This is an optimization exercise on Yosys and OpenROAD, whose aim is small area, a short achievable clock period and few clock cycles per item, not a production implementation. Function was checked by simulation only, so behaviour that the tests miss may differ from the original.

===== config.mk =====
export PLATFORM = sky130hd
export DESIGN_NAME = stride_prefetch_predictor
export DESIGN_NICKNAME = stride_prefetch_predictor
export VERILOG_FILES = /design/flow/design.v
export SDC_FILE = /design/flow/constraint.sdc
export NUM_CORES = 4
export LEC_CHECK = 0
export ABC_AREA = 1
export CAP_MARGIN = 20
export CORE_MARGIN = 2
export CORE_UTILIZATION = 40
export SLEW_MARGIN = 20

===== constraint.sdc =====
create_clock -name core_clock -period 10.0 [get_ports {clk}]
set_input_delay 2.0000 -clock core_clock [delete_from_list [all_inputs] [get_ports {clk}]]
set_output_delay 2.0000 -clock core_clock [all_outputs]
set_load 0.01 [all_outputs]

===== design.v =====
package spp_pkg;
    localparam int PAGE_ID_BITS  = 52;
    localparam int TIME_BITS     = 48;
    localparam int STRIDE_BITS   = 32;
    localparam int TAU_BITS      = 32;
    localparam int CONF_BITS     = 4;
    localparam int DEPTH_BITS    = 4;
    localparam int BUDGET_BITS   = 16;
    localparam int CFG_ADDR_BITS = 2;
    localparam int CFG_DATA_BITS = 16;
    localparam logic [CFG_ADDR_BITS-1:0] REG_DEPTH_BUDGET   = 2'd0;
    localparam logic [CFG_ADDR_BITS-1:0] REG_CONF_THRESHOLD = 2'd1;
    localparam logic [CFG_ADDR_BITS-1:0] REG_CONF_LIMIT     = 2'd2;
    localparam logic [CFG_ADDR_BITS-1:0] REG_DEPTH_LIMIT    = 2'd3;
    localparam int QUOT_BITS = 28;
    localparam logic [31:0] K20 = 32'd214748364;
    localparam int S_TDATA_BITS = 104;
    localparam int M_TDATA_BITS = 160;
endpackage
module spp_ctrl
(
    input  logic [32:0] dv_in,
    input  logic [15:0] budget,
    input  logic [3:0]  depth_limit,
    output logic [3:0]  depth
);
    logic [16:0] dv;
    logic [18:0] dv3;
    logic        dv_low;
    logic [20:0] s4;
    logic [20:0] s8;
    logic [20:0] s12;
    logic [15:0] r;
    logic [1:0]  q_hi;
    logic [1:0]  q_lo;
    logic [3:0]  q;
    logic [3:0]  q1;
    assign dv     = {1'b0, dv_in[15:0]};
    assign dv_low = (dv_in[32:16] == '0);
    assign dv3    = {2'b00, dv} + {1'b0, dv, 1'b0};
    assign s4  = {5'b0, budget} - {2'b0, dv, 2'b00};
    assign s8  = {5'b0, budget} - {1'b0, dv, 3'b000};
    assign s12 = {5'b0, budget} - {dv3, 2'b00};
    always_comb
    begin
        if (!s12[20])
        begin
            q_hi = 2'd3;
            r    = s12[15:0];
        end
        else if (!s8[20])
        begin
            q_hi = 2'd2;
            r    = s8[15:0];
        end
        else if (!s4[20])
        begin
            q_hi = 2'd1;
            r    = s4[15:0];
        end
        else
        begin
            q_hi = 2'd0;
            r    = budget;
        end
        if ({3'b000, r} >= dv3)
        begin
            q_lo = 2'd3;
        end
        else if ({2'b00, r} >= {dv, 1'b0})
        begin
            q_lo = 2'd2;
        end
        else if ({1'b0, r} >= dv)
        begin
            q_lo = 2'd1;
        end
        else
        begin
            q_lo = 2'd0;
        end
        q     = {q_hi, q_lo};
        q1    = (!dv_low || (q == '0)) ? 4'd1 : q;
        depth = (q1 > depth_limit) ? depth_limit : q1;
    end
endmodule
module spp_datapath
(
    input  logic [39:0] s,
    input  logic [39:0] c,
    output logic [32:0] quot
);
    function automatic logic [4:0] hot5(input logic [3:0] v);
        hot5 = '0;
        for (int i = 0; i < 16; i++)
        begin
            if (v == 4'(i))
            begin
                hot5 = 5'(1 << (i % 5));
            end
        end
    endfunction
    function automatic logic [4:0] add5(input logic [4:0] a, input logic [4:0] b);
        for (int k = 0; k < 5; k++)
        begin
            add5[k] = 1'b0;
            for (int i = 0; i < 5; i++)
            begin
                add5[k] = add5[k] | (a[i] & b[(k - i + 5) % 5]);
            end
        end
    endfunction
    function automatic logic [3:0] qdig(input logic [4:0] r, input logic [3:0] v);
        logic [3:0] t [5];
        for (int i = 0; i < 5; i++)
        begin
            t[i] = '0;
            for (int j = 0; j < 16; j++)
            begin
                if (v == 4'(j))
                begin
                    t[i] = 4'((16*i + j) / 5);
                end
            end
        end
        qdig = '0;
        for (int i = 0; i < 5; i++)
        begin
            qdig = qdig | ({4{r[i]}} & t[i]);
        end
    endfunction
    logic [39:0] x;
    logic [39:0] cin;
    logic [4:0]  m     [9];
    logic [4:0]  p1    [9];
    logic [4:0]  p2    [9];
    logic [4:0]  p3    [9];
    logic [4:0]  sum_up [9];
    logic [4:0]  above [9];
    logic [35:0] qd;
    assign x   = s + c;
    assign cin = x ^ s ^ c;
    always_comb
    begin
        for (int j = 0; j < 9; j++)
        begin
            m[j] = add5(hot5(s[4*j+2 +: 4]), hot5(c[4*j+2 +: 4]));
        end
        for (int j = 1; j < 9; j++) p1[j] = (j + 1 < 9) ? add5(m[j], m[j+1])   : m[j];
        for (int j = 1; j < 9; j++) p2[j] = (j + 2 < 9) ? add5(p1[j], p1[j+2]) : p1[j];
        for (int j = 1; j < 9; j++) p3[j] = (j + 4 < 9) ? add5(p2[j], p2[j+4]) : p2[j];
        for (int i = 0; i < 8; i++) sum_up[i] = p3[i+1];
        sum_up[8] = 5'd1;
        for (int i = 0; i < 9; i++)
        begin
            above[i] = (i < 8 && cin[4*i+6]) ? {sum_up[i][3:0], sum_up[i][4]} : sum_up[i];
        end
        for (int i = 0; i < 9; i++)
        begin
            qd[4*i +: 4] = qdig(above[i], x[4*i+2 +: 4]);
        end
    end
    assign quot = qd[32:0];
endmodule
module stride_prefetch_predictor
(
    input  logic                                 clk,
    input  logic                                 rst_n,
    input  logic                                 cfg_we,
    input  logic [spp_pkg::CFG_ADDR_BITS-1:0]    cfg_addr,
    input  logic [spp_pkg::CFG_DATA_BITS-1:0]    cfg_wdata,
    input  logic                                 s_tvalid,
    output logic                                 s_tready,
    input  logic [spp_pkg::S_TDATA_BITS-1:0]     s_tdata,
    input  logic                                 s_tuser,
    output logic                                 m_tvalid,
    input  logic                                 m_tready,
    output logic [spp_pkg::M_TDATA_BITS-1:0]     m_tdata,
    output logic                                 m_tuser
);
    localparam int QB = spp_pkg::QUOT_BITS;
    logic [15:0] budget_reg;
    logic [3:0]  conf_threshold_reg;
    logic [3:0]  conf_limit_reg;
    logic [3:0]  depth_limit_reg;
    logic          s1_valid;
    logic          s1_kind;
    logic [51:0]   s1_page;
    logic          s1_update;
    logic [31:0]   s1_e;
    logic          seen_reg;
    logic [47:0]   last_time_reg;
    logic          s2_valid;
    logic          s2_kind;
    logic [51:0]   s2_page;
    logic [32:0]   dv_reg;
    logic          valid_reg;
    logic [31:0]   tau_out_reg;
    logic [31:0]   last_page_reg;
    logic [31:0]   last_stride_reg;
    logic [3:0]    conf_reg;
    logic          pending_reg;
    logic [51:0]   req_base_reg;
    logic [31:0]   req_stride_reg;
    logic [3:0]    req_depth_reg;
    logic [31:0]   fired_reg;
    logic          issue_reg;
    logic        accept;
    logic        advance1;
    logic        advance2;
    logic        kind;
    logic [51:0] page;
    logic [47:0] t;
    assign kind = s_tuser;
    assign page = s_tdata[51:0];
    assign t    = s_tdata[99:52];
    assign advance2 = s2_valid && (!valid_reg || m_tready);
    assign advance1 = s1_valid && (!s2_valid || advance2);
    assign s_tready = !s1_valid || advance1;
    assign accept   = s_tvalid && s_tready;
    assign m_tvalid = valid_reg;
    logic [48:0] t_diff;
    logic        t_ahead;
    logic        t_clamp;
    assign t_diff  = {1'b0, t} - {1'b0, last_time_reg};
    assign t_ahead = !t_diff[48] && (t != last_time_reg);
    assign t_clamp = (t_diff[47:32] != '0);
    function automatic logic [79:0] csa(input logic [39:0] a, input logic [39:0] b,
                                        input logic [39:0] c);
        logic [39:0] sm;
        logic [39:0] cy;
        sm  = a ^ b ^ c;
        cy  = (a & b) | (a & c) | (b & c);
        csa = {cy[38:0], 1'b0, sm};
    endfunction
    logic [39:0] sum_s [2];
    logic [39:0] sum_c [2];
    logic [32:0] dv_next;
    assign {sum_c[0], sum_s[0]} = csa({3'b000, dv_reg, 4'b0011}, 40'(dv_reg), 40'(s1_e));
    assign {sum_c[1], sum_s[1]} = csa(sum_s[0], sum_c[0], {7'b0, s1_e, 1'b0});
    spp_datapath u_div
    (
        .s    (sum_s[1]),
        .c    (sum_c[1]),
        .quot (dv_next)
    );
    logic [31:0] cur_stride;
    logic        stride_same;
    logic [3:0]  conf_next;
    logic [31:0] stride_next;
    logic        stride_nz;
    logic        fire;
    logic        issue_now;
    assign cur_stride  = s2_page[31:0] - last_page_reg;
    assign stride_same = (cur_stride == last_stride_reg);
    assign conf_next   = stride_same
                       ? ((conf_reg < conf_limit_reg) ? conf_reg + 4'd1 : conf_limit_reg)
                       : ((conf_reg > 4'd2) ? conf_reg - 4'd2 : 4'd0);
    assign stride_next = stride_same ? last_stride_reg : cur_stride;
    assign stride_nz   = (stride_next != '0);
    assign fire        = (conf_next >= conf_threshold_reg) && stride_nz;
    assign issue_now   = fire && !pending_reg;
    logic [3:0] depth_calc;
    spp_ctrl u_depth
    (
        .dv_in       (dv_reg),
        .budget      (budget_reg),
        .depth_limit (depth_limit_reg),
        .depth       (depth_calc)
    );
    always_ff @(posedge clk or negedge rst_n)
    begin
        if (!rst_n)
        begin
            budget_reg         <= 16'd12000;
            conf_threshold_reg <= 4'd3;
            conf_limit_reg     <= 4'd8;
            depth_limit_reg    <= 4'd8;
        end
        else if (cfg_we)
        begin
            unique case (cfg_addr)
                spp_pkg::REG_DEPTH_BUDGET:   budget_reg         <= cfg_wdata[15:0];
                spp_pkg::REG_CONF_THRESHOLD: conf_threshold_reg <= cfg_wdata[3:0];
                spp_pkg::REG_CONF_LIMIT:     conf_limit_reg     <= cfg_wdata[3:0];
                default:                     depth_limit_reg    <= cfg_wdata[3:0];
            endcase
        end
    end
    always_ff @(posedge clk or negedge rst_n)
    begin
        if (!rst_n)
        begin
            s1_valid <= 1'b0;
            s2_valid <= 1'b0;
            seen_reg <= 1'b0;
            dv_reg   <= 33'd10001;
        end
        else
        begin
            if (accept)
            begin
                s1_valid <= 1'b1;
                if (!kind)
                begin
                    seen_reg <= 1'b1;
                end
            end
            else if (advance1)
            begin
                s1_valid <= 1'b0;
            end
            if (advance1)
            begin
                s2_valid <= 1'b1;
                if (!s1_kind && s1_update)
                begin
                    dv_reg <= dv_next;
                end
            end
            else if (advance2)
            begin
                s2_valid <= 1'b0;
            end
        end
    end
    always_ff @(posedge clk)
    begin
        if (accept)
        begin
            s1_kind   <= kind;
            s1_page   <= page;
            s1_update <= seen_reg && t_ahead;
            s1_e      <= t_clamp ? 32'hFFFF_FFFF : t_diff[31:0];
            if (!kind)
            begin
                last_time_reg <= t;
            end
        end
        if (advance1)
        begin
            s2_kind <= s1_kind;
            s2_page <= s1_page;
        end
        if (advance2)
        begin
            tau_out_reg <= 32'(dv_reg - 33'd1);
        end
    end
    always_ff @(posedge clk or negedge rst_n)
    begin
        if (!rst_n)
        begin
            valid_reg       <= 1'b0;
            last_page_reg   <= '0;
            last_stride_reg <= 32'd1;
            conf_reg        <= '0;
            pending_reg     <= 1'b0;
            req_base_reg    <= '0;
            req_stride_reg  <= '0;
            req_depth_reg   <= '0;
            fired_reg       <= '0;
            issue_reg       <= 1'b0;
        end
        else
        begin
            if (advance2)
            begin
                valid_reg <= 1'b1;
                if (s2_kind)
                begin
                    pending_reg <= 1'b0;
                    issue_reg   <= 1'b0;
                end
                else
                begin
                    last_page_reg   <= s2_page[31:0];
                    last_stride_reg <= stride_next;
                    conf_reg        <= conf_next;
                    issue_reg       <= issue_now;
                    if (fire)
                    begin
                        req_base_reg   <= s2_page;
                        req_stride_reg <= stride_next;
                        req_depth_reg  <= depth_calc;
                    end
                    if (issue_now)
                    begin
                        pending_reg <= 1'b1;
                        fired_reg   <= fired_reg + 32'd1;
                    end
                end
            end
            else if (m_tready)
            begin
                valid_reg <= 1'b0;
            end
        end
    end
    assign m_tuser = issue_reg;
    assign m_tdata = {4'b0000, fired_reg, conf_reg, tau_out_reg, req_depth_reg,
                      req_stride_reg, req_base_reg};
endmodule

===== run.sh =====
#!/bin/bash
# synth_recipe.tcl (not shown) runs the flow's synth.tcl, then flattens the netlist and writes it again
# the make line also repeats each setting of config.mk as NAME=value (left out here)
make -C /OpenROAD-flow-scripts/flow DESIGN_CONFIG=/design/flow/config.mk WORK_HOME=/design/flow/orfs CLKGATE_MAP_FILE= SYNTH_SCRIPT=/design/flow/synth_recipe.tcl finish

==> qor.csv, run 1 <==
stage,metric,value,unit
drt,Vias,38800,
die,Initial Util,40.2,%
critical_path,FF-to-FF path depth,44,
finish,Final Non-Filler Cells,7615,
yosys,post-synthesis cell count,5908,
finish,synth-to-layout area growth,15.5,%
drt,drt total wl,130,mm
flow_run,Max Cap Violations,0,
critical_path,CP endpoint,req_depth_reg[3],
critical_path,FF-to-FF End,req_depth_reg[3],
finish,layout filler cell count,10300,
clocking,CTS Sinks,474,
yosys,cell taking the most area after synthesis,nand2_1,
yosys,"FF+latch count, synth",474,
global_route,Total GRT Usage,24.6,%
yosys,part of the Yosys area used for sequential elements,31.8,%
yosys,"Avg Cell Area, Syn",6.91,um2
yosys,Yosys top cell area share,17.6,%
clocking,CTS resizes,0,
critical_path,CP max FO,14,
critical_path,crit start category,flop,
critical_path,CP startpoint,dv_reg[2],
place,input/output buffers,282,
clocking,CTS buffer count,57,
critical_path,CP most frequent cell,nand2_1,
place,Area after DPL,45100,um2
timing,Setup WS post-layout,1990,ps
drt,"antenna viol nets, final",0,
yosys,Area contributors post-synth,"nand2_1 18%, edfxtp_1 16%, dfrtp_1 15%",
timing,fin crit share,80.1,%
drt,DRT iter0 DRCs,3173,
place,pre-CTS setup slack,2010,ps
finish,share of cells above drive strength 1,5.58,%
global_route,GRT met3 Usage,3.06,%
die,Ports,291,
finish,# nets final,6627,
timing,Slew headroom,28.7,%
global_route,largest net degree at the start of global routing,99,
place,Placed Cells incl. Taps,7498,
timing,f_max,125,MHz
yosys,Cell variety after synth,69,
die,Die Y,323,um
global_route,global route overflow,0,
yosys,YS warnings,22,
global_route,GRT met1 Usage,33.7,%
timing,Slew @ Worst Pin,1070,ps
global_route,initial antenna violation count,8,
timing,Setup Skew,78.7,ps
timing,Final min period,8010,ps
die,core box area,101000,um2
global_route,global route hottest layer,met2,
min_path,Hold WC Path Type,flop to flop,
global_route,met2 GRT Util,40.8,%
clocking,H-tree depth,2,
critical_path,Crit-path slowest cell,o31ai_1,
clocking,TritonCTS clock tree,yes,
clocking,clk root buf,clkbuf_16,
die,die width,323,um
critical_path,Crit Path Class,flop to flop,
timing,RSZ-0062 raised after global routing,false,
critical_path,CP required,10570,ps
critical_path,CP endpoint kind,flop,
critical_path,arrival time of the worst setup path,8580,ps
yosys,"FFs w/ async S/R, synth",53.8,%
global_route,first-pass GRT wire length,204,mm
timing,Hold WS,369,ps
min_path,min-delay src,s1_page[19],
clocking,# hold bufs at CTS,0,
critical_path,CP peak stage delay,660,ps
drt,residual DRC count,0,
timing,"Hold Vio Cnt, Final",0,
clocking,Post-CTS Setup Bufs,0,
global_route,vias in the first global route,36400,
outcome,status,no timing/DRC/antenna violations,
die,# rows,117,
finish,Final Instance Area,47200,um2
critical_path,reg2reg setup slack,1990,ps
clocking,worst-skew pair later-pin latency,700,ps
place,DP Wirelength,103,mm
place,gpl congestion,0.930,
yosys,Synth Cell Area,40800,um2
clocking,clk slew on worst S/H paths,60,ps
drt,vias per cell,5.10,
drt,first drt pass iteration count,6,
yosys,Post-synth top flop,dfrtp_1,
yosys,Post-synth EDFFs,219,
timing,fin. max-slew vios,0,
critical_path,Reg2Reg Launch Point,dv_reg[2],
drt,wire length per cell,17.1,um
timing,setup_tns,0,ps
timing,Final Setup Violations,0,
clocking,CTS Buffer Depth,3,
die,die area,105000,um2
kinds of logic (layout without fill, tap and decap cells):
group,Yosys count,in the layout,share of synthesized area [%]
muxes,12,12,0.331
DFF,474,474,31.8
buffers and inverters,904,1230,8.64
and+or+nand+nor,3155,3155,31.9
xor gates and xnor gates,242,242,5.39
AOI/OAI and AO/OA,810,810,11.3
adders and majority gates,310,310,10.7
other,1,14,0.00919
per-stage QoR:
stage	utilization, %
after global routing	46.5
after CTS	46.5
final	46.5
after floorplan	-
after global placement	44.5
after detailed placement	44.5
synthesized netlist by cell type, types with 4 or more instances:
| master | count |
|---|---|
| nand2_2 | 73 |
| inv_2 | 34 |
| edfxtp_1 | 219 |
| o221ai_1 | 4 |
| and3_1 | 6 |
| inv_1 | 787 |
| a31oi_1 | 34 |
| or2_2 | 10 |
| xnor2_1 | 73 |
| nor2_2 | 43 |
| nand4_1 | 53 |
| dfstp_2 | 18 |
| clkbuf_1 | 31 |
| nand3b_1 | 17 |
| o31ai_1 | 8 |
| nand3_2 | 9 |
| a21oi_2 | 4 |
| ha_1 | 246 |
| buf_4 | 24 |
| nor4_1 | 19 |
| o21a_1 | 33 |
| o21ai_2 | 8 |
| o21ai_0 | 310 |
| nand3_1 | 322 |
| a21oi_1 | 262 |
| and2_1 | 9 |
| a211oi_1 | 8 |
| mux2_2 | 12 |
| xor2_1 | 161 |
| xor2_2 | 5 |
| o22ai_1 | 6 |
| nor2_1 | 617 |
| nor3_1 | 51 |
| o21bai_1 | 14 |
| a21boi_1 | 6 |
| o21ai_1 | 28 |
| dfrtp_1 | 237 |
| a21o_1 | 21 |
| a22oi_1 | 4 |
| a21boi_0 | 7 |
| o211ai_1 | 32 |
| nand2_1 | 1916 |
| buf_2 | 19 |
| fa_1 | 64 |
routing by layer:
layer	wire length (um)	up-vias
met1	58600	18100
met3	7880	148
met5	13	-
li1	-	19600
met2	60300	1029
met4	3450	2
how the worst min path moves through the flow:
stage / endpoint / slack (ps) / cells past startpoint
6_report: s2_page[19] / 370 / 0
5_1_grt: s2_page[8] / 390 / 0
4_1_cts: s2_page[19] / 360 / 0
3_5_place_dp: s2_page[13] / 400 / 0
3_3_place_gp: s2_page[44] / 400 / 0
2_1_floorplan: s2_page[0] / 400 / 0
cell usage in the layout (no fill, tap or decap), types with 12 or more instances in the layout:
cell / Yosys / layout
o21a_1: 33 / 33
o21ai_0: 310 / 310
o211ai_1: 32 / 32
clkinv_2: 0 / 14
a21oi_1: 262 / 262
nand3_1: 322 / 322
inv_2: 34 / 35
a21o_1: 21 / 21
dfrtp_1: 237 / 237
edfxtp_1: 219 / 219
clkbuf_16: 0 / 57
o21bai_1: 14 / 14
nand4_1: 53 / 53
fa_1: 64 / 64
nand2_1: 1916 / 1916
nor2_1: 617 / 613
nand3b_1: 17 / 17
xnor2_1: 73 / 73
a31oi_1: 34 / 34
mux2_2: 12 / 12
nand2_2: 73 / 73
nor2_2: 43 / 44
ha_1: 246 / 246
nor3_1: 51 / 50
xor2_1: 161 / 161
nor4_1: 19 / 18
dfstp_2: 18 / 18
buf_4: 24 / 17
clkdlybuf4s50_1: 0 / 281
o21ai_1: 28 / 28
inv_1: 787 / 783
cell type report:
cell class                 count  area, um2  share of cell area, %
multi-input combinational   4533      24400                   51.7
tap                         1368       1710                   3.63
sequential                   474      13000                   27.5
clock inverter                38        509                   1.08
inverter                     824       3100                   6.56
antenna                       10       25.0                 0.0531
timing repair buffer         299       2960                   6.27
clock buffer                  69       1510                   3.20
worst max-delay path: cells and delay by family, from the launching register on:
kind	cells	cell delay (ps)
AND/OR/NAND/NOR	20	1880
adder cells (fa/ha/maj)	4	1330
buffers and inverters	6	970
XOR/XNOR	1	270
AO/OA/AOI/OAI	13	2840
flip-flops	1	540
Testbench counts, summed over its fixed seeds: cycles 3,224, items 3,200.
==> run 2, diff against run 1 <==
--- a/config.mk
+++ b/config.mk
@@ -9,4 +9,5 @@
 export CAP_MARGIN = 20
 export CORE_MARGIN = 2
 export CORE_UTILIZATION = 40
+export SETUP_SLACK_MARGIN = 4.0
 export SLEW_MARGIN = 20
==> qor.csv, run 2 <==
stage,metric,value,unit,change
critical_path,CP peak stage delay,430,ps,-230 ps
drt,Vias,39000,,+0.52%
place,DP Wirelength,102,mm,-0.91%
die,# rows,117,,unchanged
timing,Slew @ Worst Pin,932,ps,-137 ps
yosys,YS warnings,22,,unchanged
yosys,part of the Yosys area used for sequential elements,31.8,%,unchanged
yosys,"FFs w/ async S/R, synth",53.8,%,unchanged
drt,Max Used Layer,met5,,
critical_path,CP endpoint kind,flop,,
critical_path,Crit-path slowest cell,dfrtp_2,,
clocking,H-tree depth,2,,unchanged
clocking,CTS Sinks,474,,unchanged
clocking,clk root buf,clkbuf_16,,
clocking,clk slew on worst S/H paths,60,ps,about the same
finish,FF/Latch Area,13000,um2,about the same
min_path,Hold WC Path Type,flop to flop,,
place,input/output buffers,282,,unchanged
place,gpl congestion,0.944,,+1.5%
die,die area,105000,um2,unchanged
timing,fin crit share,64.4,%,-16 points
yosys,Post-synth EDFFs,219,,unchanged
yosys,cell taking the most area after synthesis,nand2_1,,
yosys,"FF+latch count, synth",474,,unchanged
finish,"most common cell after layout, fill and taps aside",nand2_1,,
drt,DRT iter0 DRCs,3137,,-1.1%
yosys,Synth Cell Area,40800,um2,unchanged
finish,layout filler cell count,10200,,-1.1%
global_route,largest net degree at the start of global routing,141,,+42%
global_route,global route overflow,0,,unchanged
timing,f_max,155,MHz,+24%
die,core box area,101000,um2,unchanged
yosys,Area contributors post-synth,"nand2_1 18%, edfxtp_1 16%, dfrtp_1 15%",,
drt,WL met3,7.52,mm,-4.5%
outcome,status,no timing/DRC/antenna violations,,
finish,# nets final,6697,,+1.1%
critical_path,arrival time of the worst setup path,7010,ps,-1570 ps
yosys,Post-synth top flop,dfrtp_1,,
finish,multi-input logic area,24700,um2,+1.5%
finish,synth-to-layout area growth,17.4,%,
die,die width,323,um,unchanged
flow_run,Max Cap Violations,0,,unchanged
critical_path,crit start category,flop,,
critical_path,Crit Path Class,flop to flop,,
finish,most frequent cells in the layout,"1907 x nand2_1, 767 x inv_1, 609 x nor2_1",,
clocking,CTS Buffer Depth,3,,unchanged
finish,share of cells above drive strength 1,7.76,%,+2.2 points
drt,residual DRC count,0,,unchanged
clocking,TritonCTS clock tree,yes,,
global_route,first-pass GRT wire length,205,mm,+0.57%
global_route,vias in the first global route,36700,,+0.85%
critical_path,CP max FO,7,,-7
drt,"antenna viol nets, final",0,,unchanged
drt,vias per cell,5.09,,-0.27%
die,Die Y,323,um,unchanged
drt,first drt pass iteration count,6,,unchanged
timing,fin. max-slew vios,0,,unchanged
timing,Final min period,6440,ps,-1560 ps
timing,Setup Skew,49.3,ps,-29.4 ps
timing,setup_tns,0,ps,unchanged
drt,M1 wire length,59.4,mm,+1.2%
critical_path,CP most frequent cell,nand2_1,,
critical_path,CP required,10570,ps,about the same
yosys,post-synthesis cell count,5908,,unchanged
clocking,CTS buffer count,54,,-5.3%
yosys,most frequent cell after synthesis,nand2_1,,
yosys,Yosys top cell area share,17.6,%,unchanged
global_route,initial antenna violation count,7,,-1
drt,wire length per cell,17.1,um,about the same
drt,met2 wire len,60.0,mm,-0.47%
yosys,"Avg Cell Area, Syn",6.91,um2,unchanged
clocking,worst-skew pair later-pin latency,680,ps,-20 ps
die,Initial Util,40.2,%,unchanged
drt,drt total wl,131,mm,+0.74%
global_route,Total GRT Usage,24.8,%,+0.12 points
yosys,Cell variety after synth,69,,unchanged
timing,"Hold Vio Cnt, Final",0,,unchanged
timing,Final Setup Violations,0,,unchanged
timing,RSZ-0062 raised after global routing,true,,
die,Ports,291,,unchanged
yosys,Synth top cells by count,"1916 x nand2_1, 787 x inv_1, 617 x nor2_1",,
timing,Hold WS,396,ps,+26.8 ps
timing,Slew headroom,37.2,%,+8.5 points
==> run 2: cell counts after synthesis <==
No cell type changed its count.
==> run 2: critical path: cells and delay by family (launching register included) <==
family | cells | cell delay, ps
fa+ha+maj | 4 | 880
xor+xnor | 1 | 250
buf+inv | 6 | 580
flops | 1 | 430
compound gates | 15 | 2250
simple gates | 20 | 1920
==> run 2: stage by stage <==
stage	util, %	cell area (um2)	setup slack, ps	instances
global route	47.2	47900	3110	7675
CTS	47.0	47700	3510	7660
floorplan	-	40900	4000	5911
finish	47.2	47900	3560	7675
detailed placement	44.5	45100	2410	7494
global placement	44.5	45100	2510	7494
==> run 2: path summary, 6_finish.rpt <==
path                       startpoint                 end  slack (ps)  depth (start not counted)
setup / recovery            dv_reg[2]    req_depth_reg[3]        3560                         46
hold / removal             s1_page[8]          s2_page[8]         400                          0
setup reg to reg            dv_reg[2]    req_depth_reg[3]        3560                         46
hold reg to reg            s1_page[8]          s2_page[8]         400                          0
max in group asynchronous       rst_n           dv_reg[6]        7110                          2
min in group asynchronous       rst_n  req_stride_reg[26]        1430                          1
==> run 2: cell families after synthesis <==
| logic type | Yosys count | synth area share [%] |
|---|---|---|
| AO/OA/AOI/OAI | 810 | 11.3 |
| XOR/XNOR | 242 | 5.39 |
| adder cells (fa/ha/maj) | 310 | 10.7 |
| buffers and inverters | 904 | 8.64 |
| flip-flops | 474 | 31.8 |
| multiplexers | 12 | 0.331 |
| other | 1 | 0.00919 |
| AND/OR/NAND/NOR | 3155 | 31.9 |
==> run 2: what timing repair did <==
action,in CTS,in global routing
hold endpoints to repair,0,0
resized for setup,65,34
pin swaps,39,26
endpoints found under the setup margin,47,115
setup buffers,62,13
cloned,2,0
hold buffers,0,0
==> run 2: metal layers <==
metal | global-route usage, % | vias up
li1 | - | 19700
met4 | 8.07 | 8
met2 | 40.7 | 1018
met3 | 3.48 | 207
met5 | 0 | -
met1 | 33.5 | 18100
==> run 2: final cells by class <==
class	count	area share [%]
multi-input cells	4534	51.6
flip-flops and latches	474	27.1
repair buffers	370	7.34
inverters	824	6.55
well taps	1368	3.57
clock buffers	65	3.03
clock inverters	37	0.726
repair inverters	1	0.0183
diodes	2	0.0104
==> run 3, diff against run 2 <==
--- a/design.v
+++ b/design.v
@@ -32,15 +32,27 @@
     logic [20:0] s12;
     logic [15:0] r;
     logic [1:0]  q_hi;
-    logic [1:0]  q_lo;
-    logic [3:0]  q;
-    logic [3:0]  q1;
+    logic [3:0]  cand [4];
+    logic        ge1;
+    logic        ge2;
+    logic        ge3;
     assign dv     = {1'b0, dv_in[15:0]};
     assign dv_low = (dv_in[32:16] == '0);
     assign dv3    = {2'b00, dv} + {1'b0, dv, 1'b0};
     assign s4  = {5'b0, budget} - {2'b0, dv, 2'b00};
     assign s8  = {5'b0, budget} - {1'b0, dv, 3'b000};
-    assign s12 = {5'b0, budget} - {dv3, 2'b00};
+    logic [20:0] n8;
+    logic [20:0] n4;
+    logic [20:0] x12;
+    logic [20:0] y12;
+    logic [21:0] t12;
+    assign n8  = ~{1'b0, dv, 3'b000};
+    assign n4  = ~{2'b0, dv, 2'b00};
+    assign x12 = {5'b0, budget} ^ n8 ^ n4;
+    assign y12 = {(({4'b0, budget} & n8[19:0]) | ({4'b0, budget} & n4[19:0])
+                   | (n8[19:0] & n4[19:0])), 1'b1};
+    assign t12 = {x12, 1'b1} + {y12, 1'b1};
+    assign s12 = t12[21:1];
     always_comb
     begin
         if (!s12[20])
@@ -63,25 +75,15 @@
             q_hi = 2'd0;
             r    = budget;
         end
-        if ({3'b000, r} >= dv3)
+        for (int l = 0; l < 4; l++)
         begin
-            q_lo = 2'd3;
+            cand[l] = (!dv_low || ({q_hi, 2'(l)} == 4'd0)) ? 4'd1 : {q_hi, 2'(l)};
+            cand[l] = (cand[l] > depth_limit) ? depth_limit : cand[l];
         end
-        else if ({2'b00, r} >= {dv, 1'b0})
-        begin
-            q_lo = 2'd2;
-        end
-        else if ({1'b0, r} >= dv)
-        begin
-            q_lo = 2'd1;
-        end
-        else
-        begin
-            q_lo = 2'd0;
-        end
-        q     = {q_hi, q_lo};
-        q1    = (!dv_low || (q == '0)) ? 4'd1 : q;
-        depth = (q1 > depth_limit) ? depth_limit : q1;
+        ge3   = ({3'b000, r} >= dv3);
+        ge2   = ({2'b00, r} >= {dv, 1'b0});
+        ge1   = ({1'b0, r} >= dv);
+        depth = ge3 ? cand[3] : ge2 ? cand[2] : ge1 ? cand[1] : cand[0];
     end
 endmodule
 module spp_datapath
@@ -188,6 +190,7 @@
     logic [51:0]   s1_page;
     logic          s1_update;
     logic [31:0]   s1_e;
+    logic          s1_clamp;
     logic          seen_reg;
     logic [47:0]   last_time_reg;
     logic          s2_valid;
@@ -233,11 +236,13 @@
         cy  = (a & b) | (a & c) | (b & c);
         csa = {cy[38:0], 1'b0, sm};
     endfunction
+    logic [31:0] e_sat;
     logic [39:0] sum_s [2];
     logic [39:0] sum_c [2];
     logic [32:0] dv_next;
-    assign {sum_c[0], sum_s[0]} = csa({3'b000, dv_reg, 4'b0011}, 40'(dv_reg), 40'(s1_e));
-    assign {sum_c[1], sum_s[1]} = csa(sum_s[0], sum_c[0], {7'b0, s1_e, 1'b0});
+    assign e_sat = s1_e | {32{s1_clamp}};
+    assign {sum_c[0], sum_s[0]} = csa({3'b000, dv_reg, 4'b0011}, 40'(dv_reg), 40'(e_sat));
+    assign {sum_c[1], sum_s[1]} = csa(sum_s[0], sum_c[0], {7'b0, e_sat, 1'b0});
     spp_datapath u_div
     (
         .s    (sum_s[1]),
@@ -248,17 +253,25 @@
     logic        stride_same;
     logic [3:0]  conf_next;
     logic [31:0] stride_next;
-    logic        stride_nz;
     logic        fire;
     logic        issue_now;
+    logic [31:0] same_x;
+    logic [31:0] same_y;
+    logic [3:0]  conf_up;
+    logic [3:0]  conf_down;
+    assign same_x      = s2_page[31:0] ^ ~last_page_reg ^ ~last_stride_reg;
+    assign same_y      = {((s2_page[30:0] & ~last_page_reg[30:0])
+                           | (s2_page[30:0] & ~last_stride_reg[30:0])
+                           | (~last_page_reg[30:0] & ~last_stride_reg[30:0])), 1'b1};
+    assign stride_same = &(same_x ^ same_y);
     assign cur_stride  = s2_page[31:0] - last_page_reg;
-    assign stride_same = (cur_stride == last_stride_reg);
-    assign conf_next   = stride_same
-                       ? ((conf_reg < conf_limit_reg) ? conf_reg + 4'd1 : conf_limit_reg)
-                       : ((conf_reg > 4'd2) ? conf_reg - 4'd2 : 4'd0);
+    assign conf_up     = (conf_reg < conf_limit_reg) ? conf_reg + 4'd1 : conf_limit_reg;
+    assign conf_down   = (conf_reg > 4'd2) ? conf_reg - 4'd2 : 4'd0;
+    assign conf_next   = stride_same ? conf_up : conf_down;
     assign stride_next = stride_same ? last_stride_reg : cur_stride;
-    assign stride_nz   = (stride_next != '0);
-    assign fire        = (conf_next >= conf_threshold_reg) && stride_nz;
+    assign fire        = stride_same ? ((conf_up >= conf_threshold_reg) && (last_stride_reg != '0))
+                                     : ((conf_down >= conf_threshold_reg)
+                                        && (s2_page[31:0] != last_page_reg));
     assign issue_now   = fire && !pending_reg;
     logic [3:0] depth_calc;
     spp_ctrl u_depth
@@ -331,7 +344,8 @@
             s1_kind   <= kind;
             s1_page   <= page;
             s1_update <= seen_reg && t_ahead;
-            s1_e      <= t_clamp ? 32'hFFFF_FFFF : t_diff[31:0];
+            s1_e      <= t_diff[31:0];
+            s1_clamp  <= t_clamp;
             if (!kind)
             begin
                 last_time_reg <= t;
--- a/config.mk
+++ b/config.mk
@@ -8,6 +8,6 @@
 export ABC_AREA = 1
 export CAP_MARGIN = 20
 export CORE_MARGIN = 2
-export CORE_UTILIZATION = 40
-export SETUP_SLACK_MARGIN = 4.0
+export CORE_UTILIZATION = 60
+export SETUP_SLACK_MARGIN = 4.5
 export SLEW_MARGIN = 20
==> qor.csv, run 3 <==
stage,metric,value,unit,change
timing,RSZ-0062 raised after global routing,true,,
clocking,TritonCTS clock tree,yes,,
clocking,CTS Sinks,475,,+0.21%
yosys,Synth top cells by count,"1794 x nand2_1, 796 x inv_1, 687 x nor2_1",,
yosys,Synth Cell Area,42300,um2,+3.6%
finish,share of cells above drive strength 1,8.69,%,+0.93 points
clocking,H-tree depth,2,,unchanged
yosys,Area contributors post-synth,"nand2_1 16%, edfxtp_1 16%, dfrtp_1 14%",,
timing,Slew @ Worst Pin,1110,ps,+178 ps
global_route,largest net degree at the start of global routing,74,,-48%
yosys,cell taking the most area after synthesis,nand2_1,,
place,DP Wirelength,98.1,mm,-4.0%
drt,"antenna viol nets, final",0,,unchanged
clocking,CTS buffer count,53,,-1.9%
critical_path,CP peak stage delay,600,ps,+170 ps
yosys,YS warnings,23,,+4.5%
critical_path,CP endpoint kind,output pin,,
critical_path,Buf/Inv on CP,3,,-3
timing,fin. max-slew vios,0,,unchanged
yosys,"Avg Cell Area, Syn",7.02,um2,+1.6%
outcome,status,no timing/DRC/antenna violations,,
critical_path,Crit Path Class,input pin to output pin,,
drt,wire length per cell,17.6,um,+2.9%
drt,first drt pass iteration count,9,,+3
finish,"most common cell after layout, fill and taps aside",nand2_1,,
critical_path,CP required,8000,ps,-2570 ps
drt,DRT iter0 DRCs,3702,,+18%
global_route,vias in the first global route,39100,,+6.7%
place,Area after DPL,46100,um2,+2.2%
timing,setup_tns,0,ps,unchanged
drt,WL met3,8.77,mm,+17%
yosys,Yosys top cell area share,15.9,%,-1.7 points
drt,met2 wire len,61.8,mm,+3.1%
critical_path,crit start category,input pin,,
place,input/output buffers,282,,unchanged
clocking,clk slew on worst S/H paths,60,ps,about the same
timing,"Hold Vio Cnt, Final",0,,unchanged
die,die width,270,um,-17%
finish,Final Instance Area,49400,um2,+3.1%
clocking,worst-skew pair later-pin latency,640,ps,-40 ps
drt,residual DRC count,0,,unchanged
timing,f_max,185,MHz,+19%
yosys,Cell variety after synth,72,,+4.3%
clocking,clk root buf,clkbuf_16,,
global_route,first-pass GRT wire length,203,mm,-1.0%
timing,Final min period,5420,ps,-1020 ps
finish,synth-to-layout area growth,16.7,%,
die,Ports,291,,unchanged
finish,most frequent cells in the layout,"1781 x nand2_1, 774 x inv_1, 664 x nor2_1",,
global_route,global route overflow,0,,unchanged
drt,vias per cell,5.65,,+11%
yosys,Post-synth top flop,dfrtp_1,,
min_path,Hold WC Path Type,flop to flop,,
timing,Final Setup Violations,0,,unchanged
finish,# nets final,6878,,+2.7%
place,gpl congestion,0.974,,+3.2%
critical_path,critical-path cell list,clkdlybuf4s50_1 > inv_1 > nand2_1 > nor2_1 > nand2_1 > clkdlybuf4s50_1,,
timing,fin crit share,54.2,%,-10 points
clocking,# hold bufs at CTS,0,,unchanged
die,die area,72700,um2,-31%
critical_path,critical path's top delay family,buffers and inverters,,
yosys,most frequent cell after synthesis,nand2_1,,
die,# rows,97,,-17%
yosys,"FFs w/ async S/R, synth",53.7,%,-0.11 points
clocking,CTS Buffer Depth,3,,unchanged
global_route,initial antenna violation count,2,,-5
place,pre-CTS setup slack,3820,ps,+1410 ps
die,core box area,69900,um2,-31%
yosys,part of the Yosys area used for sequential elements,30.7,%,-1.0 points
drt,Max Used Layer,met4,,
die,Initial Util,60.5,%,+20 points
yosys,Post-synth EDFFs,220,,+0.46%
drt,Vias,41600,,+6.6%
die,Die Y,270,um,-17%
critical_path,CP max FO,3,,-4
global_route,Total GRT Usage,34.4,%,+9.6 points
timing,Setup WS post-layout,4580,ps,+1020 ps
drt,M1 wire length,51.7,mm,-13%
yosys,"FF+latch count, synth",475,,+0.21%
timing,Setup Skew,30.0,ps,-19.2 ps
finish,layout filler cell count,5827,,-43%
timing,Hold WS,397,ps,+1.52 ps
critical_path,Crit-path slowest cell,clkdlybuf4s50_1,,
timing,Slew headroom,25.9,%,-11 points
flow_run,Max Cap Violations,0,,unchanged
critical_path,arrival time of the worst setup path,3420,ps,-3590 ps
drt,drt total wl,130,mm,-1.3%
yosys,post-synthesis cell count,6025,,+2.0%
==> run 3: area by class of cell <==
type / count / area [um2] / area share (%)
multi-input cells: 4619 / 26400 / 53.5
flip-flops and latches: 475 / 13000 / 26.4
repair buffers: 375 / 3580 / 7.24
inverters: 852 / 3270 / 6.61
clock buffers: 75 / 1560 / 3.16
well taps: 940 / 1180 / 2.38
clock inverters: 25 / 368 / 0.745
diodes: 2 / 5.00 / 0.0101
==> run 3: metrics by stage <==
step           util (%)  std cells
3_3_place_gp       66.0       7187
6_report           70.7       7363
5_1_grt            70.7       7363
4_1_cts            69.3       7315
2_1_floorplan         -       6028
3_5_place_dp       66.0       7187
==> run 3: logic make-up (layout without fill, tap and decap cells) <==
logic type | count (synthesis) | count (layout) | share of synthesized area, %
AO/OA/AOI/OAI | 836 | 836 | 11.1
adder cells (fa/ha/maj) | 374 | 374 | 13.1
AND/OR/NAND/NOR | 3156 | 3156 | 31.3
buffers and inverters | 934 | 1327 | 8.40
flip-flops | 475 | 475 | 30.7
multiplexers | 12 | 12 | 0.319
other | 1 | 6 | 0.00886
XOR/XNOR | 237 | 237 | 4.99
==> run 3: what timing repair did <==
action,CTS,global route
resized for setup,35,131
pin swaps,1,42
cloned,0,0
buffers inserted,28,46
setup endpoints to repair,35,33
==> run 3: routing by layer <==
layer,track usage (%),up-vias
li1,-,20200
met1,43.3,19400
met2,58.6,1698
met3,4.19,363
met4,16.9,0
met5,0,-
==> run 3: final timing paths <==
kind                             start               end  slack, ps  cells past startpoint
max                           m_tready          s_tready       4580                      6
min                        s1_page[45]       s2_page[45]        400                      0
max reg2reg                  dv_reg[4]  req_depth_reg[1]       4650                     30
min reg2reg                s1_page[45]       s2_page[45]        400                      0
max in group asynchronous        rst_n  req_base_reg[43]       7280                      2
min in group asynchronous        rst_n       conf_reg[2]       1310                      1
Testbench counts of run 3, summed over its fixed seeds: cycles 3,224, items 3,200.
==> run 4, diff against run 3 <==
--- a/design.v
+++ b/design.v
@@ -255,16 +255,10 @@
     logic [31:0] stride_next;
     logic        fire;
     logic        issue_now;
-    logic [31:0] same_x;
-    logic [31:0] same_y;
     logic [3:0]  conf_up;
     logic [3:0]  conf_down;
-    assign same_x      = s2_page[31:0] ^ ~last_page_reg ^ ~last_stride_reg;
-    assign same_y      = {((s2_page[30:0] & ~last_page_reg[30:0])
-                           | (s2_page[30:0] & ~last_stride_reg[30:0])
-                           | (~last_page_reg[30:0] & ~last_stride_reg[30:0])), 1'b1};
-    assign stride_same = &(same_x ^ same_y);
     assign cur_stride  = s2_page[31:0] - last_page_reg;
+    assign stride_same = (cur_stride == last_stride_reg);
     assign conf_up     = (conf_reg < conf_limit_reg) ? conf_reg + 4'd1 : conf_limit_reg;
     assign conf_down   = (conf_reg > 4'd2) ? conf_reg - 4'd2 : 4'd0;
     assign conf_next   = stride_same ? conf_up : conf_down;
--- a/config.mk
+++ b/config.mk
@@ -6,8 +6,8 @@
 export NUM_CORES = 4
 export LEC_CHECK = 0
 export ABC_AREA = 1
-export CAP_MARGIN = 20
+export CAP_MARGIN = 10
 export CORE_MARGIN = 2
 export CORE_UTILIZATION = 60
 export SETUP_SLACK_MARGIN = 4.5
-export SLEW_MARGIN = 20
+export SLEW_MARGIN = 10
==> qor.csv, run 4 <==
stage,metric,value,unit,change
finish,share of cells above drive strength 1,7.09,%,-1.6 points
yosys,Synth Cell Area,41600,um2,-1.7%
yosys,largest family of logic cells by synthesized area,simple AND/OR/NAND/NOR gates,,
timing,fin. max-slew vios,0,,unchanged
yosys,most frequent cell after synthesis,nand2_1,,
yosys,post-synthesis cell count,5973,,-0.86%
die,core box area,68600,um2,-1.9%
yosys,"FF+latch count, synth",475,,unchanged
critical_path,Crit Path Class,input pin to output pin,,
die,Initial Util,60.6,%,+0.12 points
drt,"antenna viol nets, final",0,,unchanged
drt,Vias,40900,,-1.6%
place,Area after DPL,45300,um2,-1.9%
timing,setup_tns,0,ps,unchanged
clocking,H-tree depth,2,,unchanged
critical_path,crit start category,input pin,,
critical_path,CP peak stage delay,560,ps,-40 ps
drt,first drt pass iteration count,7,,-2
global_route,first-pass GRT wire length,196,mm,-3.4%
finish,most frequent cells in the layout,"1836 x nand2_1, 741 x inv_1, 670 x nor2_1",,
timing,RSZ-0062 raised after global routing,true,,
place,Placed Cells incl. Taps,7121,,-0.92%
timing,Setup Skew,40.0,ps,+9.94 ps
clocking,CTS Buffer Depth,3,,unchanged
timing,"Hold Vio Cnt, Final",0,,unchanged
yosys,Synth Area in Adders,11.8,%,-1.3 points
place,DP Wirelength,96.2,mm,-2.0%
drt,DRT iter0 DRCs,3843,,+3.8%
global_route,initial antenna violation count,2,,unchanged
timing,Hold WS,389,ps,-8.04 ps
global_route,largest net degree at the start of global routing,164,,+120%
place,input/output buffers,282,,unchanged
global_route,vias in the first global route,36900,,-5.7%
critical_path,Crit-path slowest cell,clkdlybuf4s50_1,,
critical_path,CP max FO,3,,unchanged
flow_run,Max Cap Violations,0,,unchanged
drt,vias per cell,5.63,,-0.42%
yosys,YS warnings,23,,unchanged
yosys,Post-synth EDFFs,220,,unchanged
die,Die Y,267,um,-0.84%
die,Ports,291,,unchanged
finish,layout filler cell count,5898,,+1.2%
critical_path,critical path's top delay family,buffers and inverters,,
global_route,global route overflow,0,,unchanged
drt,wire length per cell,17.3,um,-1.7%
critical_path,CP endpoint kind,output pin,,
critical_path,arrival time of the worst setup path,3450,ps,+30 ps
yosys,Area contributors post-synth,"nand2_1 17%, edfxtp_1 16%, dfrtp_1 14%",,
timing,Slew headroom,23.7,%,-2.3 points
yosys,cell taking the most area after synthesis,nand2_1,,
yosys,multiplexer share of the synthesized area,0.325,%,+0.0055 points
yosys,post-synthesis simple-gate area fraction,32.0,%,+0.72 points
drt,drt total wl,126,mm,-2.8%
yosys,Post-Synth XOR/XNOR Area,5.26,%,+0.26 points
yosys,Post-synth top flop,dfrtp_1,,
timing,f_max,184,MHz,-0.56%
die,die width,267,um,-0.84%
finish,# nets final,6771,,-1.6%
yosys,"FFs w/ async S/R, synth",53.7,%,unchanged
global_route,Total GRT Usage,34.3,%,-0.063 points
yosys,Compound-Gate Fraction of Synth Area,11.0,%,-0.093 points
clocking,CTS Sinks,475,,unchanged
die,# rows,96,,-1.0%
critical_path,FF-to-FF path depth,32,,+6.7%
finish,Final Instance Area,48200,um2,-2.4%
finish,synth-to-layout area growth,15.9,%,
min_path,Hold Crit Depth,0,,unchanged
timing,fin crit share,54.5,%,+0.31 points
outcome,status,no timing/DRC/antenna violations,,
yosys,Synth top cells by count,"1849 x nand2_1, 762 x inv_1, 705 x nor2_1",,
clocking,worst-skew pair later-pin latency,620,ps,-20 ps
finish,"most common cell after layout, fill and taps aside",nand2_1,,
clocking,clk slew on worst S/H paths,60,ps,about the same
min_path,Hold WC Path Type,flop to flop,,
yosys,"Avg Cell Area, Syn",6.96,um2,-0.85%
critical_path,CP most frequent cell,clkdlybuf4s50_1,,
clocking,CTS buffer count,51,,-3.8%
clocking,clk root buf,clkbuf_16,,
timing,Final Setup Violations,0,,unchanged
drt,residual DRC count,0,,unchanged
critical_path,CP Depth,6,,unchanged
critical_path,CP required,8000,ps,about the same
critical_path,Buf/Inv on CP,3,,unchanged
clocking,TritonCTS clock tree,yes,,
die,die area,71400,um2,-1.7%
yosys,Yosys top cell area share,16.7,%,+0.77 points
timing,Final min period,5450,ps,+30.5 ps
critical_path,critical-path cell list,clkdlybuf4s50_1 > inv_1 > nand2_1 > nor2_2 > nand2_2 > clkdlybuf4s50_1,,
yosys,part of the Yosys area used for sequential elements,31.3,%,+0.53 points
yosys,Cell variety after synth,77,,+6.9%
timing,Slew @ Worst Pin,1140,ps,+32.0 ps
place,gpl congestion,1.05,,+7.5%
finish,Final Non-Filler Cells,7277,,-1.2%
run 4: area by class of cell:
class	instances	area, um2	share of cell area, %
Tap cell	931	1160	2.42
Clock inverter	31	448	0.929
Clock buffer	65	1360	2.82
Multi-Input combinational cell	4626	25700	53.4
Inverter	793	3050	6.32
Timing Repair inverter	1	5.00	0.0104
Timing Repair Buffer	353	3430	7.11
Antenna cell	2	5.00	0.0104
Sequential cell	475	13000	27.0
run 4: what timing repair did:
| item | 4_1_cts | 5_1_grt |
|---|---|---|
| endpoints found under the setup margin | 38 | 38 |
| setup buffers | 27 | 29 |
| pin swaps | 2 | 25 |
| gates cloned | 0 | 2 |
| hold buffers | 0 | 0 |
| resized for setup | 41 | 123 |
run 4: final timing paths:
check                                start                to  slack, ps
worst max register to register   dv_reg[3]  req_depth_reg[0]       4610
worst max-delay path              m_tready          s_tready       4550
max in group asynchronous            rst_n       conf_reg[1]       7170
worst min-delay path            s1_page[2]        s2_page[2]        390
worst min register to register  s1_page[2]        s2_page[2]        390
min in group asynchronous            rst_n  req_base_reg[37]       1420
run 4: per-stage QoR:
| stage | utilization (%) | setup slack [ps] |
|---|---|---|
| floorplan | - | 4590 |
| global placement | 66.0 | 3370 |
| detailed placement | 66.0 | 3270 |
| CTS | 69.2 | 4490 |
| global route | 70.3 | 4410 |
| finish | 70.3 | 4550 |
run 4: logic make-up after synthesis:
family / count (synthesis)
XOR/XNOR: 247
flip-flops: 475
multiplexers: 12
other: 1
AND/OR/NAND/NOR: 3208
adder cells (fa/ha/maj): 342
buffers and inverters: 875
AO/OA/AOI/OAI: 813
run 4: metal layers:
metal  part of all wire [%]  GRT usage (%)  vias to the layer above
met1                     41           44.8                    18900
li1                       -              -                    20000
met4                    5.6           16.1                        0
met2                     46           56.7                     1706
met3                    7.5           4.25                      333
met5                      0              0                        -
Testbench counts of run 4, summed over its fixed seeds: cycles 3,224, items 3,200.
==> run 5, diff against run 4 <==
--- a/design.v
+++ b/design.v
@@ -19,71 +19,67 @@
 endpackage
 module spp_ctrl
 (
-    input  logic [32:0] dv_in,
+    input  logic [31:0] tau,
     input  logic [15:0] budget,
     input  logic [3:0]  depth_limit,
     output logic [3:0]  depth
 );
-    logic [16:0] dv;
-    logic [18:0] dv3;
+    logic [20:0] n;
+    logic [20:0] n3;
     logic        dv_low;
+    logic [20:0] bb;
     logic [20:0] s4;
     logic [20:0] s8;
     logic [20:0] s12;
-    logic [15:0] r;
+    logic [20:0] r;
     logic [1:0]  q_hi;
     logic [3:0]  cand [4];
-    logic        ge1;
-    logic        ge2;
-    logic        ge3;
-    assign dv     = {1'b0, dv_in[15:0]};
-    assign dv_low = (dv_in[32:16] == '0);
-    assign dv3    = {2'b00, dv} + {1'b0, dv, 1'b0};
-    assign s4  = {5'b0, budget} - {2'b0, dv, 2'b00};
-    assign s8  = {5'b0, budget} - {1'b0, dv, 3'b000};
-    logic [20:0] n8;
-    logic [20:0] n4;
+    logic [20:0] t1;
+    logic [20:0] t2;
+    logic [20:0] t3;
+    assign n      = {5'b11111, ~tau[15:0]};
+    assign n3     = n + {n[19:0], 1'b0};
+    assign dv_low = (tau[31:16] == '0) && (tau[15:0] != 16'hFFFF);
+    assign bb     = {5'b0, budget};
+    assign s4  = bb + {n[18:0], 2'b00};
+    assign s8  = bb + {n[17:0], 3'b000};
     logic [20:0] x12;
     logic [20:0] y12;
-    logic [21:0] t12;
-    assign n8  = ~{1'b0, dv, 3'b000};
-    assign n4  = ~{2'b0, dv, 2'b00};
-    assign x12 = {5'b0, budget} ^ n8 ^ n4;
-    assign y12 = {(({4'b0, budget} & n8[19:0]) | ({4'b0, budget} & n4[19:0])
-                   | (n8[19:0] & n4[19:0])), 1'b1};
-    assign t12 = {x12, 1'b1} + {y12, 1'b1};
-    assign s12 = t12[21:1];
+    assign x12 = bb ^ {n[17:0], 3'b000} ^ {n[18:0], 2'b00};
+    assign y12 = {((bb[19:0] & {n[16:0], 3'b000}) | (bb[19:0] & {n[17:0], 2'b00})
+                   | ({n[16:0], 3'b000} & {n[17:0], 2'b00})), 1'b0};
+    assign s12 = x12 + y12;
     always_comb
     begin
         if (!s12[20])
         begin
             q_hi = 2'd3;
-            r    = s12[15:0];
+            r    = s12;
         end
         else if (!s8[20])
         begin
             q_hi = 2'd2;
-            r    = s8[15:0];
+            r    = s8;
         end
         else if (!s4[20])
         begin
             q_hi = 2'd1;
-            r    = s4[15:0];
+            r    = s4;
         end
         else
         begin
             q_hi = 2'd0;
-            r    = budget;
+            r    = bb;
         end
         for (int l = 0; l < 4; l++)
         begin
             cand[l] = (!dv_low || ({q_hi, 2'(l)} == 4'd0)) ? 4'd1 : {q_hi, 2'(l)};
             cand[l] = (cand[l] > depth_limit) ? depth_limit : cand[l];
         end
-        ge3   = ({3'b000, r} >= dv3);
-        ge2   = ({2'b00, r} >= {dv, 1'b0});
-        ge1   = ({1'b0, r} >= dv);
-        depth = ge3 ? cand[3] : ge2 ? cand[2] : ge1 ? cand[1] : cand[0];
+        t1    = r + n;
+        t2    = r + {n[19:0], 1'b0};
+        t3    = r + n3;
+        depth = !t3[20] ? cand[3] : !t2[20] ? cand[2] : !t1[20] ? cand[1] : cand[0];
     end
 endmodule
 module spp_datapath
@@ -196,7 +192,7 @@
     logic          s2_valid;
     logic          s2_kind;
     logic [51:0]   s2_page;
-    logic [32:0]   dv_reg;
+    logic [31:0]   tau_reg;
     logic          valid_reg;
     logic [31:0]   tau_out_reg;
     logic [31:0]   last_page_reg;
@@ -239,15 +235,15 @@
     logic [31:0] e_sat;
     logic [39:0] sum_s [2];
     logic [39:0] sum_c [2];
-    logic [32:0] dv_next;
+    logic [32:0] tau_next;
     assign e_sat = s1_e | {32{s1_clamp}};
-    assign {sum_c[0], sum_s[0]} = csa({3'b000, dv_reg, 4'b0011}, 40'(dv_reg), 40'(e_sat));
+    assign {sum_c[0], sum_s[0]} = csa({4'b0000, tau_reg, 4'b0000}, 40'(tau_reg), 40'(e_sat));
     assign {sum_c[1], sum_s[1]} = csa(sum_s[0], sum_c[0], {7'b0, e_sat, 1'b0});
     spp_datapath u_div
     (
         .s    (sum_s[1]),
         .c    (sum_c[1]),
-        .quot (dv_next)
+        .quot (tau_next)
     );
     logic [31:0] cur_stride;
     logic        stride_same;
@@ -270,7 +266,7 @@
     logic [3:0] depth_calc;
     spp_ctrl u_depth
     (
-        .dv_in       (dv_reg),
+        .tau         (tau_reg),
         .budget      (budget_reg),
         .depth_limit (depth_limit_reg),
         .depth       (depth_calc)
@@ -301,7 +297,7 @@
             s1_valid <= 1'b0;
             s2_valid <= 1'b0;
             seen_reg <= 1'b0;
-            dv_reg   <= 33'd10001;
+            tau_reg  <= 32'd10000;
         end
         else
         begin
@@ -322,7 +318,7 @@
                 s2_valid <= 1'b1;
                 if (!s1_kind && s1_update)
                 begin
-                    dv_reg <= dv_next;
+                    tau_reg <= tau_next[31:0];
                 end
             end
             else if (advance2)
@@ -352,7 +348,7 @@
         end
         if (advance2)
         begin
-            tau_out_reg <= 32'(dv_reg - 33'd1);
+            tau_out_reg <= tau_reg;
         end
     end
     always_ff @(posedge clk or negedge rst_n)
==> qor.csv, run 5 <==
stage,metric,value,unit,change
global_route,global route overflow,0,,unchanged
critical_path,FF-to-FF path depth,29,,-9.4%
yosys,cell taking the most area after synthesis,nand2_1,,
finish,FF/Latch Area,13000,um2,-0.18%
drt,drt total wl,129,mm,+2.8%
critical_path,CP required,10540,ps,+2540 ps
drt,residual DRC count,0,,unchanged
yosys,Synth top cells by count,"1906 x nand2_1, 799 x inv_1, 714 x nor2_1",,
clocking,CTS Sinks,474,,-0.21%
yosys,Area contributors post-synth,"nand2_1 18%, edfxtp_1 16%, dfrtp_1 15%",,
timing,"Hold Vio Cnt, Final",0,,unchanged
timing,Final Setup Violations,0,,unchanged
clocking,clk root buf,clkbuf_16,,
finish,Final Non-Filler Cells,7208,,-0.95%
drt,vias per cell,5.72,,+1.6%
min_path,Hold Crit Depth,0,,unchanged
clocking,TritonCTS clock tree,yes,,
yosys,Yosys top cell area share,17.6,%,+0.87 points
finish,synth-to-layout area growth,16.8,%,
clocking,CTS buffer count,52,,+2.0%
clocking,CTS Buffer Depth,3,,unchanged
place,DP Wirelength,97.3,mm,+1.1%
yosys,Post-synth top flop,dfrtp_1,,
clocking,H-tree depth,2,,unchanged
critical_path,CP peak stage delay,560,ps,about the same
finish,layout filler cell count,5671,,-3.8%
drt,DRT iter0 DRCs,3994,,+3.9%
critical_path,CP endpoint kind,flop,,
global_route,first-pass GRT wire length,198,mm,+1.2%
drt,wire length per cell,18.0,um,+3.8%
timing,fin crit share,54.7,%,+0.26 points
yosys,Post-synth EDFFs,220,,unchanged
clocking,# hold bufs at CTS,0,,unchanged
timing,RSZ-0062 raised after global routing,true,,
global_route,vias in the first global route,37400,,+1.5%
critical_path,FF-to-FF End,req_depth_reg[0],,
critical_path,reg2reg setup slack,4530,ps,-80 ps
timing,Setup Skew,42.0,ps,+2.05 ps
yosys,"Avg Cell Area, Syn",6.88,um2,-1.2%
min_path,min-delay src,s1_page[3],,
place,input/output buffers,282,,unchanged
critical_path,crit start category,flop,,
clocking,clk slew on worst S/H paths,60,ps,about the same
finish,share of cells above drive strength 1,6.63,%,-0.46 points
critical_path,CP max FO,7,,+4
yosys,"FFs w/ async S/R, synth",53.6,%,-0.098 points
place,Placed Cells incl. Taps,7019,,-1.4%
critical_path,CP most frequent cell,nand2_1,,
timing,fin. max-slew vios,0,,unchanged
die,Initial Util,60.7,%,about the same
critical_path,Crit Path Class,flop to flop,,
clocking,worst-skew pair later-pin latency,640,ps,+20 ps
die,Die Y,265,um,-1.0%
timing,f_max,183,MHz,-0.47%
global_route,Total GRT Usage,35.4,%,+1.2 points
place,gpl congestion,1.00,,-4.4%
finish,# nets final,6751,,-0.30%
finish,multi-input logic area,25000,um2,-2.7%
timing,Slew @ Worst Pin,1100,ps,-46.7 ps
die,Ports,291,,unchanged
outcome,status,no timing/DRC/antenna violations,,
yosys,most frequent cell after synthesis,nand2_1,,
yosys,post-synthesis cell count,5924,,-0.82%
yosys,Cell variety after synth,72,,-6.5%
timing,Slew headroom,26.9,%,+3.2 points
drt,Vias,41200,,+0.62%
finish,"most common cell after layout, fill and taps aside",nand2_1,,
die,core box area,67200,um2,-2.1%
flow_run,Max Cap Violations,0,,unchanged
drt,first drt pass iteration count,6,,-1
die,# rows,95,,-1.0%
yosys,YS warnings,23,,unchanged
yosys,"FF+latch count, synth",474,,-0.21%
timing,setup_tns,0,ps,unchanged
min_path,Hold WC Path Type,flop to flop,,
die,die width,265,um,-1.0%
yosys,part of the Yosys area used for sequential elements,31.9,%,+0.58 points
critical_path,Reg2Reg Launch Point,tau_reg[1],,
drt,"antenna viol nets, final",0,,unchanged
critical_path,Crit-path slowest cell,fa_1,,
yosys,Synth Cell Area,40800,um2,-2.0%
timing,Final min period,5470,ps,+25.7 ps
finish,most frequent cells in the layout,"1885 x nand2_1, 773 x inv_1, 669 x nor2_1",,
critical_path,arrival time of the worst setup path,6010,ps,+2560 ps
die,die area,70000,um2,-2.0%
min_path,Worst Hold End,s2_page[3],,
global_route,initial antenna violation count,1,,-1
finish,"Core Util, Final",70.9,%,+0.57 points
global_route,largest net degree at the start of global routing,150,,-8.5%
run 5: cell types whose count changed in the layout (fill, tap and decap cells not counted), moves of 13 or more:
cell,previous run,this run
nand2_1,1836,1885
a21oi_1,267,252
nor2_2,58,36
nand3_1,389,371
o21ai_1,37,24
inv_1,741,773
buf_4,63,90
xor2_1,170,145
o21ai_0,293,311
inv_2,27,9
run 5: layout make-up:
cell class,instances,share of cell area [%]
repair inverters,2,0.0315
diodes,1,0.00526
clock buffers,69,2.93
repair buffers,381,7.68
well taps,873,2.29
flip-flops and latches,474,27.3
clock inverters,29,0.586
inverters,809,6.57
multi-input cells,4570,52.6
run 5: stage by stage:
stage | cell area [um2] | hold slack [ps] | setup WS, ps
CTS | 46400 | 407 | 4450
detailed placement | 44400 | 405 | 3360
global placement | 44400 | 401 | 3450
floorplan | 40800 | 400 | 4940
global route | 47600 | 420 | 4330
finish | 47600 | 411 | 4530
run 5: worst max path at each step:
stage,startpoint,end,slack [ps],cells past startpoint
floorplan,tau_reg[4],req_depth_reg[0],4940,32
global route,tau_reg[4],req_depth_reg[0],4330,29
finish,tau_reg[1],req_depth_reg[0],4530,29
global placement,tau_reg[1],req_depth_reg[0],3450,30
detailed placement,tau_reg[1],req_depth_reg[0],3360,30
CTS,tau_reg[10],req_depth_reg[0],4450,27
run 5: cell families after synthesis:
family | Yosys count | share of synthesized area, %
simple gates | 3203 | 31.9
buf+inv | 886 | 8.41
compound gates | 794 | 10.9
flops | 474 | 31.9
fa+ha+maj | 333 | 11.8
xor+xnor | 220 | 4.80
mux | 13 | 0.356
other cells | 1 | 0.00920
run 5: critical path: cells and delay by family (launching register included):
family          cells  cell delay, ps
compound gates      7            1500
flops               1             480
buf+inv             5             720
fa+ha+maj           3            1240
simple gates       14            1460
run 5: per-layer routing:
metal  global-route usage (%)  part of all wire, %  vias up
li1                         -                    -    19800
met1                     47.3                   41    19200
met2                     57.9                   46     1827
met3                     4.47                  7.8      336
met4                     16.2                  5.3        0
met5                        0                    0        -
run 5: what timing repair did:
action                     4_1_cts  5_1_grt
pin swaps                        2       22
gates resized for setup         43      173
buffers inserted                21       64
cloned                           2        3
setup endpoints to repair       81       95
Testbench counts of run 5, summed over its fixed seeds: cycles 3,224, items 3,200.

==> re-timing with driven ports <==
How much do the figures lean on ideal ports? The routed layouts below were timed once more, with nothing changed but the port constraints. Step 1: set_driving_cell puts a clkbuf_16 on clk and a buf_2 on each other input, an assumption about the parent block. Step 2 adds t to the input delays and takes it off the output delays; t is the mean of the earliest and latest rising clock arrival at the registers after step 1. Input paths then give back, and output paths get back, about the clock's delay inside the block. Three values: no drivers, after step 1, after step 2; two values: the first two.
| run | shift t [ns] | slack for setup (ns) | worst setup path at the end | latest minus earliest clock arrival (ns) | cell pins on the clock port's net |
|---|---|---|---|---|---|
| run 1 | 0.725 | 1.994 / 1.994 / 1.994 | register to register | 0.078 / 0.079 | 1 |
| run 2 | 0.725 | 3.558 / 3.558 / 3.558 | register to register | 0.049 / 0.050 | 1 |
| run 3 | 0.693 | 4.582 / 4.555 / 4.212 | input to register | 0.030 / 0.030 | 1 |
| run 4 | 0.671 | 4.551 / 4.519 / 4.191 | input to register | 0.041 / 0.041 | 1 |
| run 5 | 0.684 | 4.526 / 4.526 / 4.145 | input to register | 0.044 / 0.045 | 1 |
After both steps setup and hold are still met in every run listed. For run 5, which loses most, drivers alone change the setup slack by 0.000 ns; drivers and shift together by -0.381 ns.
